This is an optimization exercise on Yosys and OpenROAD, whose aim is small area, a short achievable clock period and few clock cycles per item, not a production implementation.
RTL that was checked went through simulation tests only; none was proved equivalent to the original.
Power is estimated from default activity; no workload was simulated.

// bit_vector_last_one_query_core
module bit_vector_last_one_query_core (
	input  logic                           clk,
	input  logic                           arst_n,
	input  logic                           in_valid,
	output logic                           in_stall,
	input  logic [bvlq_pkg::FUNC_W-1:0]    func,
	input  logic                           bit_value,
	input  logic [bvlq_pkg::POS_W-1:0]     query_pos,
	output logic                           out_valid,
	input  logic                           out_stall,
	output logic [bvlq_pkg::POS_W-1:0]     last_one_pos,
	output logic                           found,
	output logic [bvlq_pkg::STAT_W-1:0]    status
);
Size: about 3100 cells after synthesis, about 1300 flip-flops, ~34 I/O pins, roughly 50000 sq um of cells after synthesis.
clock: 10.0 ns
lec_check: 0
cap_margin: 20
core_margin: 2
core_utilization: 35
setup_slack_margin: 5
slew_margin: 20
synth_memory_max_bits: 8192
standard.sh (not shown) runs the stock make flow with config.mk's settings and CLKGATE_MAP_FILE= SYNTH_SCRIPT=/design/flow/synth_recipe.tcl, a recipe that flattens the netlist after the stock synthesis.
==> flow/flow/run.sh <==
#!/bin/bash
set -euo pipefail
MARGIN=$(cat flow/margin.txt)
CTS=$(cat flow/cts_args.txt)
bash standard.sh SETUP_SLACK_MARGIN="$MARGIN" "CTS_ARGS=$CTS" finish > make_finish.log 2>&1
==> flow/flow/cts_args.txt <==
-sink_clustering_enable -repair_clock_nets -dont_use_dummy_load -sink_clustering_size 24 -sink_clustering_max_diameter 90
==> flow/flow/margin.txt <==
6.5
Change:
--- a/flow/design.v
+++ b/flow/design.v
@@ -128,13 +128,13 @@
 	bvlq_pkg::blk_t  tblk_q;     
 	bvlq_pkg::word_t tail_q;     
 	logic a_go;
 	logic is_app, is_set, is_qry;
 	logic full;
 	logic app_ok, set_ok;
-	bvlq_pkg::off_t  app_off;
+	bvlq_pkg::off_t  app_off, set_off;
 	logic [bvlq_pkg::STAT_W-1:0] a_stat;
 	logic            a_rng;
 	logic            a_qv;
 	bvlq_pkg::pos_t  a_pm1;
 	bvlq_pkg::blk_t  a_blk;
 	logic            a_tail;
@@ -159,12 +159,13 @@
 				wr_q[k] <= in_valid && (func == bvlq_pkg::FUNC_APPEND) && bnd_n && !full_n
 					&& (tblk_n == bvlq_pkg::blk_t'(k));
 			end
 		end
 	end
 	assign app_off = len_q[OW-1:0];
+	assign set_off = len_q[OW-1:0] - bvlq_pkg::off_t'(1);
 	assign a_rng  = (a_pos_q > len_q);
 	assign a_pm1  = a_pos_q - bvlq_pkg::pos_t'(1);
 	assign a_blk  = a_pm1[bvlq_pkg::POS_W-2:OW];
 	assign a_tail = (a_blk == tblk_q);
 	assign a_qv   = is_qry && (a_pos_q != '0) && !a_rng;
 	always_comb begin
@@ -183,17 +184,16 @@
 			len_q   <= len_q + bvlq_pkg::pos_t'(1);
 			empty_q <= 1'b0;
 			bnd_q   <= (len_q[OW-1:0] == '1);
 			tblk_q  <= len_q[bvlq_pkg::POS_W-2:OW];
 		end
 	end
-	bvlq_pkg::word_t tail_dec;
 	for (genvar i = 0; i < BB; i++) begin : g_tail
-		assign tail_dec[i] = (app_off == bvlq_pkg::off_t'(i));
 		always_ff @(posedge clk) begin
-			if ((app_ok && tail_dec[i]) || (set_ok && tail_dec[(i + 1) % BB])) begin
+			if ((app_ok && (app_off == bvlq_pkg::off_t'(i)))
+			    || (set_ok && (set_off == bvlq_pkg::off_t'(i)))) begin
 				tail_q[i] <= a_bit_q;
 			end
 		end
 	end
 	bvlq_pkg::rows_t psel, nz;
 	bvlq_pkg::word_t pdata;
Result: Area after synthesis rose by 0.73%. Routed wire length fell by 0.46%. Cell area rose by 0.60%. Hold slack loses 0.016 ns. Clock-buffer cell count rose by 1. Register-to-register slack gains 0.10 ns. Die area rose by 0.72%. First-iteration DRC count fell by 2.5%. Synthesized cell count rose by 2.8%. Worst setup slack gains 0.10 ns. Global-route usage fell by 1.1 points.
Testbench counts after the change, summed over its fixed seeds: cycles 13,033, items 12,800.
The RTL of the first run of this note was laid out without a check of its function.

## alpha
Another version of the RTL of bit_vector_last_one_query_core (not shown whole).
Size in the first run: about 3,100 cells after synthesis, about 34 I/O pins, about 0.049 sq mm of cells after synthesis.
clock: 10.0 ns
lec_check: 0
cap_margin: 20
core_margin: 2
core_utilization: 35
setup_slack_margin: 5
slew_margin: 20
synth_memory_max_bits: 8192
Scripts as last shown in full above: flow/flow/run.sh, flow/flow/cts_args.txt, flow/flow/margin.txt
Input-level comparison between beta and alpha:
diff --git a/flow/design.v b/flow/design.v
--- a/flow/design.v
+++ b/flow/design.v
@@ -141,19 +141,29 @@
 	assign a_go   = a_valid_q && run_ab;
 	assign is_app = (a_func_q == bvlq_pkg::FUNC_APPEND);
 	assign is_set = (a_func_q == bvlq_pkg::FUNC_SET);
 	assign is_qry = (a_func_q == bvlq_pkg::FUNC_QUERY);
 	assign full   = len_q[bvlq_pkg::POS_W-1];
 	assign app_ok = a_go && is_app && !full;
 	assign set_ok = a_go && is_set && !empty_q;
-	logic commit;
-	assign commit = app_ok && bnd_q;
-	bvlq_pkg::rows_t wr;
-	for (genvar k = 0; k < NR; k++) begin : g_wr
-		assign wr[k] = commit && (tblk_q == bvlq_pkg::blk_t'(k));
+	logic            bnd_n, full_n;
+	bvlq_pkg::blk_t  tblk_n;
+	bvlq_pkg::rows_t wr_q;
+	assign bnd_n  = app_ok ? (len_q[OW-1:0] == '1) : bnd_q;
+	assign full_n = app_ok ? (len_q == bvlq_pkg::pos_t'(bvlq_pkg::MAX_BITS - 1)) : full;
+	assign tblk_n = app_ok ? len_q[bvlq_pkg::POS_W-2:OW] : tblk_q;
+	always_ff @(posedge clk or negedge arst_n) begin
+		if (!arst_n) begin
+			wr_q <= '0;
+		end else if (run_ab) begin
+			for (int k = 0; k < NR; k++) begin
+				wr_q[k] <= in_valid && (func == bvlq_pkg::FUNC_APPEND) && bnd_n && !full_n
+					&& (tblk_n == bvlq_pkg::blk_t'(k));
+			end
+		end
 	end
 	assign app_off = len_q[OW-1:0];
 	assign set_off = len_q[OW-1:0] - bvlq_pkg::off_t'(1);
 	assign a_rng  = (a_pos_q > len_q);
 	assign a_pm1  = a_pos_q - bvlq_pkg::pos_t'(1);
 	assign a_blk  = a_pm1[bvlq_pkg::POS_W-2:OW];
 	assign a_tail = (a_blk == tblk_q);
@@ -185,29 +195,27 @@
 			end
 		end
 	end
 	bvlq_pkg::rows_t psel, nz;
 	bvlq_pkg::word_t pdata;
 	bvlq_store u_store (
 		.clk   (clk),
-		.we    (wr),
+		.we    (wr_q & {NR{run_ab}}),
 		.wdata (tail_q),
 		.rsel  (psel),
 		.rdata (pdata),
 		.nz    (nz)
 	);
 	logic                        b_valid_q;
 	logic [bvlq_pkg::STAT_W-1:0] b_stat_q;
 	logic                        b_qv_q;
 	logic                        b_tail_q;
 	bvlq_pkg::blk_t              b_blk_q;
 	bvlq_pkg::rows_t             b_sel_q;
-	logic [NG-1:0]               b_glt_q;    
-	logic [NG-1:0]               b_geq_q;    
-	logic [7:0]                  b_lle_q;    
+	bvlq_pkg::off_t              b_off_q;
 	always_ff @(posedge clk or negedge arst_n) begin
 		if (!arst_n) begin
 			b_valid_q <= 1'b0;
 		end else if (run_ab) begin
 			b_valid_q <= a_valid_q;
 		end
 	end
@@ -216,31 +224,34 @@
 			b_stat_q <= a_stat;
 			b_qv_q   <= a_qv;
 			b_tail_q <= a_tail;
 			b_blk_q  <= a_blk;
 			for (int k = 0; k < NR; k++) begin
 				b_sel_q[k] <= a_qv && !a_tail && (a_blk == bvlq_pkg::blk_t'(k));
 			end
-			for (int g = 0; g < NG; g++) begin
-				b_glt_q[g] <= (GW'(g) < a_pm1[OW-1:3]);
-				b_geq_q[g] <= (GW'(g) == a_pm1[OW-1:3]);
-			end
-			for (int l = 0; l < 8; l++) begin
-				b_lle_q[l] <= (3'(l) <= a_pm1[2:0]);
-			end
+			b_off_q  <= a_pm1[OW-1:0];
 		end
 	end
 	bvlq_pkg::rows_t d_h_q;
 	bvlq_pkg::word_t b_word, b_mask;
 	assign psel   = fix_q ? d_h_q : b_sel_q;
 	assign b_word = pdata | (tail_q & {BB{b_tail_q && !fix_q}});
+	logic [NG-1:0] b_glt, b_geq;
+	logic [7:0]    b_lle;
 	always_comb begin
 		for (int g = 0; g < NG; g++) begin
+			b_glt[g] = (GW'(g) < b_off_q[OW-1:3]);
+			b_geq[g] = (GW'(g) == b_off_q[OW-1:3]);
+		end
+		for (int l = 0; l < 8; l++) begin
+			b_lle[l] = (3'(l) <= b_off_q[2:0]);
+		end
+		for (int g = 0; g < NG; g++) begin
 			for (int l = 0; l < 8; l++) begin
-				b_mask[8*g+l] = fix_q || b_glt_q[g] || (b_geq_q[g] && b_lle_q[l]);
+				b_mask[8*g+l] = fix_q || b_glt[g] || (b_geq[g] && b_lle[l]);
 			end
 		end
 	end
 	logic [NG-1:0] b_ghit;
 	logic [NG-1:0][2:0] b_gidx;
 	for (genvar g = 0; g < NG; g++) begin : g_grp
 		bvlq_top #(.W(8)) u_top_g (
Notes after the runs:
Compared with alpha, in beta number of sequential cells level; simple-gate area share of the yosys netlist now sits at about the same level; clock-buffer cell count saw a decrease; non-clock inverter instance count of the final layout grew by 4. Final-layout fill cell count ends up higher on beta. [beta vs alpha] core utilization: lower in beta. Count of cell instances traversed by the critical path ends up lower on beta. [compare] base=alpha new=beta: worst setup slack increased 0.052 ns; wire length on met2 moved up. alpha has a lower total length of routed met3 wires than beta. Between alpha and beta, total wirelength of the detailed-routed design is lower for alpha, beta comes in above that. On beta: global-route usage over all layers is 0.89 points higher than what alpha gave.
Function was not checked in any run of this note: the RTL went through the layout flow alone.

Another version of the RTL of bit_vector_last_one_query_core (not shown whole).
Size in the first run: about 3000 cells after synthesis, about 34 I/O pins, about 49000 sq um of cells after synthesis.
// bit_vector_last_one_query_core
module bit_vector_last_one_query_core (
	input  logic                           clk,
	input  logic                           arst_n,
	input  logic                           in_valid,
	output logic                           in_stall,
	input  logic [bvlq_pkg::FUNC_W-1:0]    func,
	input  logic                           bit_value,
	input  logic [bvlq_pkg::POS_W-1:0]     query_pos,
	output logic                           out_valid,
	input  logic                           out_stall,
	output logic [bvlq_pkg::POS_W-1:0]     last_one_pos,
	output logic                           found,
	output logic [bvlq_pkg::STAT_W-1:0]    status
);
	localparam int unsigned NR = bvlq_pkg::NUM_ROWS;
	localparam int unsigned BB = bvlq_pkg::BLOCK_BITS;
	localparam int unsigned OW = bvlq_pkg::OFF_W;
	localparam int unsigned BW = bvlq_pkg::BLK_W;
	localparam int unsigned NG = BB / 8;
	localparam int unsigned GW = $clog2(NG);
	logic hold_q;    
	logic stall_q;   
	logic run_ab;
	logic                        a_valid_q;
	logic [bvlq_pkg::FUNC_W-1:0] a_func_q;
	logic                        a_bit_q;
	bvlq_pkg::pos_t              a_pos_q;
	assign run_ab   = !hold_q;
	assign in_stall = stall_q;
	always_ff @(posedge clk or negedge arst_n) begin
		if (!arst_n) begin
			a_valid_q <= 1'b0;
		end else if (run_ab) begin
			a_valid_q <= in_valid;
		end
	end
	always_ff @(posedge clk) begin
		if (run_ab) begin
			a_func_q <= func;
			a_bit_q  <= bit_value;
			a_pos_q  <= query_pos;
		end
	end
	bvlq_pkg::pos_t  len_q;      
	logic            empty_q;    
	logic            bnd_q;      
	bvlq_pkg::blk_t  tblk_q;     
	bvlq_pkg::word_t tail_q;     
	logic a_go;
	logic is_app, is_set, is_qry;
	logic full;
	logic app_ok, set_ok;
	bvlq_pkg::off_t  app_off, set_off;
	logic [bvlq_pkg::STAT_W-1:0] a_stat;
	logic            a_rng;
	logic            a_qv;
	bvlq_pkg::pos_t  a_pm1;
	bvlq_pkg::blk_t  a_blk;
	logic            a_tail;
	assign a_go   = a_valid_q && run_ab;
	assign is_app = (a_func_q == bvlq_pkg::FUNC_APPEND);
	assign is_set = (a_func_q == bvlq_pkg::FUNC_SET);
	assign is_qry = (a_func_q == bvlq_pkg::FUNC_QUERY);
	assign full   = len_q[bvlq_pkg::POS_W-1];
	assign app_ok = a_go && is_app && !full;
	assign set_ok = a_go && is_set && !empty_q;
	logic commit;
	assign commit = app_ok && bnd_q;
  ...
clock: 10.0 ns
lec_check: 0
cap_margin: 20
core_margin: 2
core_utilization: 35
setup_slack_margin: 5
slew_margin: 20
synth_memory_max_bits: 8192
Scripts as last shown in full above: flow/flow/run.sh, flow/flow/cts_args.txt, flow/flow/margin.txt
The first run ran to the end with no violations.
Testbench counts at the start, summed over its fixed seeds: cycles 12,832, items 12,800.
Edit:
--- a/flow/design.v
+++ b/flow/design.v
@@ -146,27 +146,37 @@
 	logic            a_qv;
 	bvlq_pkg::pos_t  a_pm1;
 	bvlq_pkg::blk_t  a_blk;
 	logic            a_tail;
 	assign a_go   = a_valid_q && run_ab;
 	assign is_app = (a_func_q == bvlq_pkg::FUNC_APPEND);
 	assign is_set = (a_func_q == bvlq_pkg::FUNC_SET);
 	assign is_qry = (a_func_q == bvlq_pkg::FUNC_QUERY);
 	assign full   = len_q[bvlq_pkg::POS_W-1];
 	assign app_ok = a_go && is_app && !full;
 	assign set_ok = a_go && is_set && !empty_q;
-	logic commit;
-	assign commit = app_ok && bnd_q;
-	bvlq_pkg::rows_t wr;
-	for (genvar k = 0; k < NR; k++) begin : g_wr
-		assign wr[k] = commit && (tblk_q == bvlq_pkg::blk_t'(k));
+	logic            bnd_n, full_n;
+	bvlq_pkg::blk_t  tblk_n;
+	bvlq_pkg::rows_t wr_q;
+	assign bnd_n  = app_ok ? (len_q[OW-1:0] == '1) : bnd_q;
+	assign full_n = app_ok ? (len_q == bvlq_pkg::pos_t'(bvlq_pkg::MAX_BITS - 1)) : full;
+	assign tblk_n = app_ok ? len_q[bvlq_pkg::POS_W-2:OW] : tblk_q;
+	always_ff @(posedge clk or negedge arst_n) begin
+		if (!arst_n) begin
+			wr_q <= '0;
+		end else if (run_ab) begin
+			for (int k = 0; k < NR; k++) begin
+				wr_q[k] <= in_valid && (func == bvlq_pkg::FUNC_APPEND) && bnd_n && !full_n
+					&& (tblk_n == bvlq_pkg::blk_t'(k));
+			end
+		end
 	end
 	assign app_off = len_q[OW-1:0];
 	assign set_off = len_q[OW-1:0] - bvlq_pkg::off_t'(1);
 	assign a_rng  = (a_pos_q > len_q);
 	assign a_pm1  = a_pos_q - bvlq_pkg::pos_t'(1);
 	assign a_blk  = a_pm1[bvlq_pkg::POS_W-2:OW];
 	assign a_tail = (a_blk == tblk_q);
 	assign a_qv   = is_qry && (a_pos_q != '0) && !a_rng;
 	always_comb begin
 		a_stat = bvlq_pkg::ST_OK;
 		if (is_app && full) a_stat = bvlq_pkg::ST_BOUND;
@@ -192,23 +202,23 @@
 			    || (set_ok && (set_off == bvlq_pkg::off_t'(i)))) begin
 				tail_q[i] <= a_bit_q;
 			end
 		end
 	end
 	bvlq_pkg::rows_t nz;
 	bvlq_pkg::blk_t  ptop_addr;
 	bvlq_pkg::off_t  ptop;
 	bvlq_pkg::word_t pdata;
 	bvlq_store u_store (
 		.clk   (clk),
-		.we    (wr),
+		.we    (wr_q & {NR{run_ab}}),
 		.wdata (tail_q),
 		.rsel  (b_sel_q),
 		.rdata (pdata),
 		.nz    (nz),
 		.taddr (ptop_addr),
 		.rtop  (ptop)
 	);
 	logic                        b_valid_q;
 	logic [bvlq_pkg::STAT_W-1:0] b_stat_q;
 	logic                        b_qv_q;
 	logic                        b_tail_q;
Effect:
- die area is higher by 1.3%
- worst hold slack gets better by 0.015 ns
- critical path depth is lower by 1
- global-route usage is lower by 0.32 points
- power is higher by 0.36%
- maximum frequency is lower by 1.8%
- area after synthesis is higher by 1.3%
- wire length is higher by 0.58%
- utilization is lower by 0.31 points
- via count is about the same
- cell count is higher by 0.31%
- worst setup slack gets worse by 0.061 ns
- final area is higher by 0.54%
- non-clock buffer count is lower by 21
Testbench counts after the change, summed over its fixed seeds: cycles 12,832, items 12,800.

## v6
bit_vector_last_one_query_core with an RTL version that a note above also has.
Size: ~1300 flip-flops, about 34 I/O pins, ~50000 sq um of cells after synthesis.
clock: 10.0 ns
lec_check: 0
cap_margin: 20
core_margin: 2
core_utilization: 35
setup_slack_margin: 5
slew_margin: 20
synth_memory_max_bits: 8192
==> flow/flow/margin.txt <==
7.0
Scripts as last shown in full above: flow/flow/run.sh, flow/flow/cts_args.txt
Testbench counts of v6, summed over its fixed seeds: cycles 12,832, items 12,800.
### v6 -> v7
-- flow/design.v --
<<< v6, line 155
	assign app_ok = a_go && is_app && !full;
	assign set_ok = a_go && is_set && !empty_q;
	logic            bnd_n, full_n;
	bvlq_pkg::blk_t  tblk_n;
	bvlq_pkg::rows_t wr_q;
	assign bnd_n  = app_ok ? (len_q[OW-1:0] == '1) : bnd_q;
	assign full_n = app_ok ? (len_q == bvlq_pkg::pos_t'(bvlq_pkg::MAX_BITS - 1)) : full;
	assign tblk_n = app_ok ? len_q[bvlq_pkg::POS_W-2:OW] : tblk_q;
	always_ff @(posedge clk or negedge arst_n) begin
		if (!arst_n) begin
			wr_q <= '0;
		end else if (run_ab) begin
			for (int k = 0; k < NR; k++) begin
				wr_q[k] <= in_valid && (func == bvlq_pkg::FUNC_APPEND) && bnd_n && !full_n
					&& (tblk_n == bvlq_pkg::blk_t'(k));
			end
		end
	end
	assign app_off = len_q[OW-1:0];
>>> v7, line 155
	assign app_ok = a_go && is_app && !full;
	assign set_ok = a_go && is_set && !empty_q;
	logic commit;
	assign commit = app_ok && bnd_q;
	bvlq_pkg::rows_t wr;
	for (genvar k = 0; k < NR; k++) begin : g_wr
		assign wr[k] = commit && (tblk_q == bvlq_pkg::blk_t'(k));
	end
	assign app_off = len_q[OW-1:0];
<<< v6, line 211
	bvlq_store u_store (
		.clk   (clk),
		.we    (wr_q & {NR{run_ab}}),
		.wdata (tail_q),
		.rsel  (b_sel_q),
>>> v7, line 201
	bvlq_store u_store (
		.clk   (clk),
		.we    (wr),
		.wdata (tail_q),
		.rsel  (b_sel_q),
### Flow results
v7 | status: complete | timing, DRC, antenna: pass
Between v7 and v6, the difference in all-layer global routing usage is negligible.
On sum of internal, switching and leakage power: between v7 and v6, it ends up higher for v7.
[v7 vs v6] multi-input combinational area share: lower in v7
v6 → v7: placeable core area fell 1.3%; via count fell 453; synthesized area fell about 1.3%.
Testbench counts of v7, summed over its fixed seeds: cycles 12,832, items 12,800.

what the ideal ports hide:
Ports are ideal in the flow. The routed layouts listed here were re-timed in OpenROAD. Step 1 assumes that a clkbuf_16 drives the clock port and a buf_2 every other input. Step 2 adds t to the input delays and takes it off the output delays; t is the mean of the earliest and latest rising clock arrival at the registers after step 1. Input paths then give back, and output paths get back, about the clock's delay inside the block. Slacks: no drivers / after step 1 / after step 2; pairs: no drivers / after step 1.
run	t, ns	setup slack, ns	worst setup path at the end
the first run of note 1	0.768	6.310 / 6.310 / 6.067	input to register
the second run of note 1	0.774	6.411 / 6.411 / 6.411	register to register
alpha	0.780	6.258 / 6.258 / 6.258	register to register
beta	0.764	6.310 / 6.310 / 5.974	input to register
the first run of note 3	0.738	6.630 / 6.557 / 6.533	input to register
the second run of note 3	0.757	6.570 / 6.511 / 5.907	input to register
v6	0.775	6.622 / 6.547 / 6.407	input to register
v7	0.738	6.671 / 6.602 / 6.428	input to register
After both steps setup and hold are still met in every run listed. For the second run of note 3, which loses most, drivers alone change the setup slack by -0.059 ns; drivers and shift together by -0.663 ns.
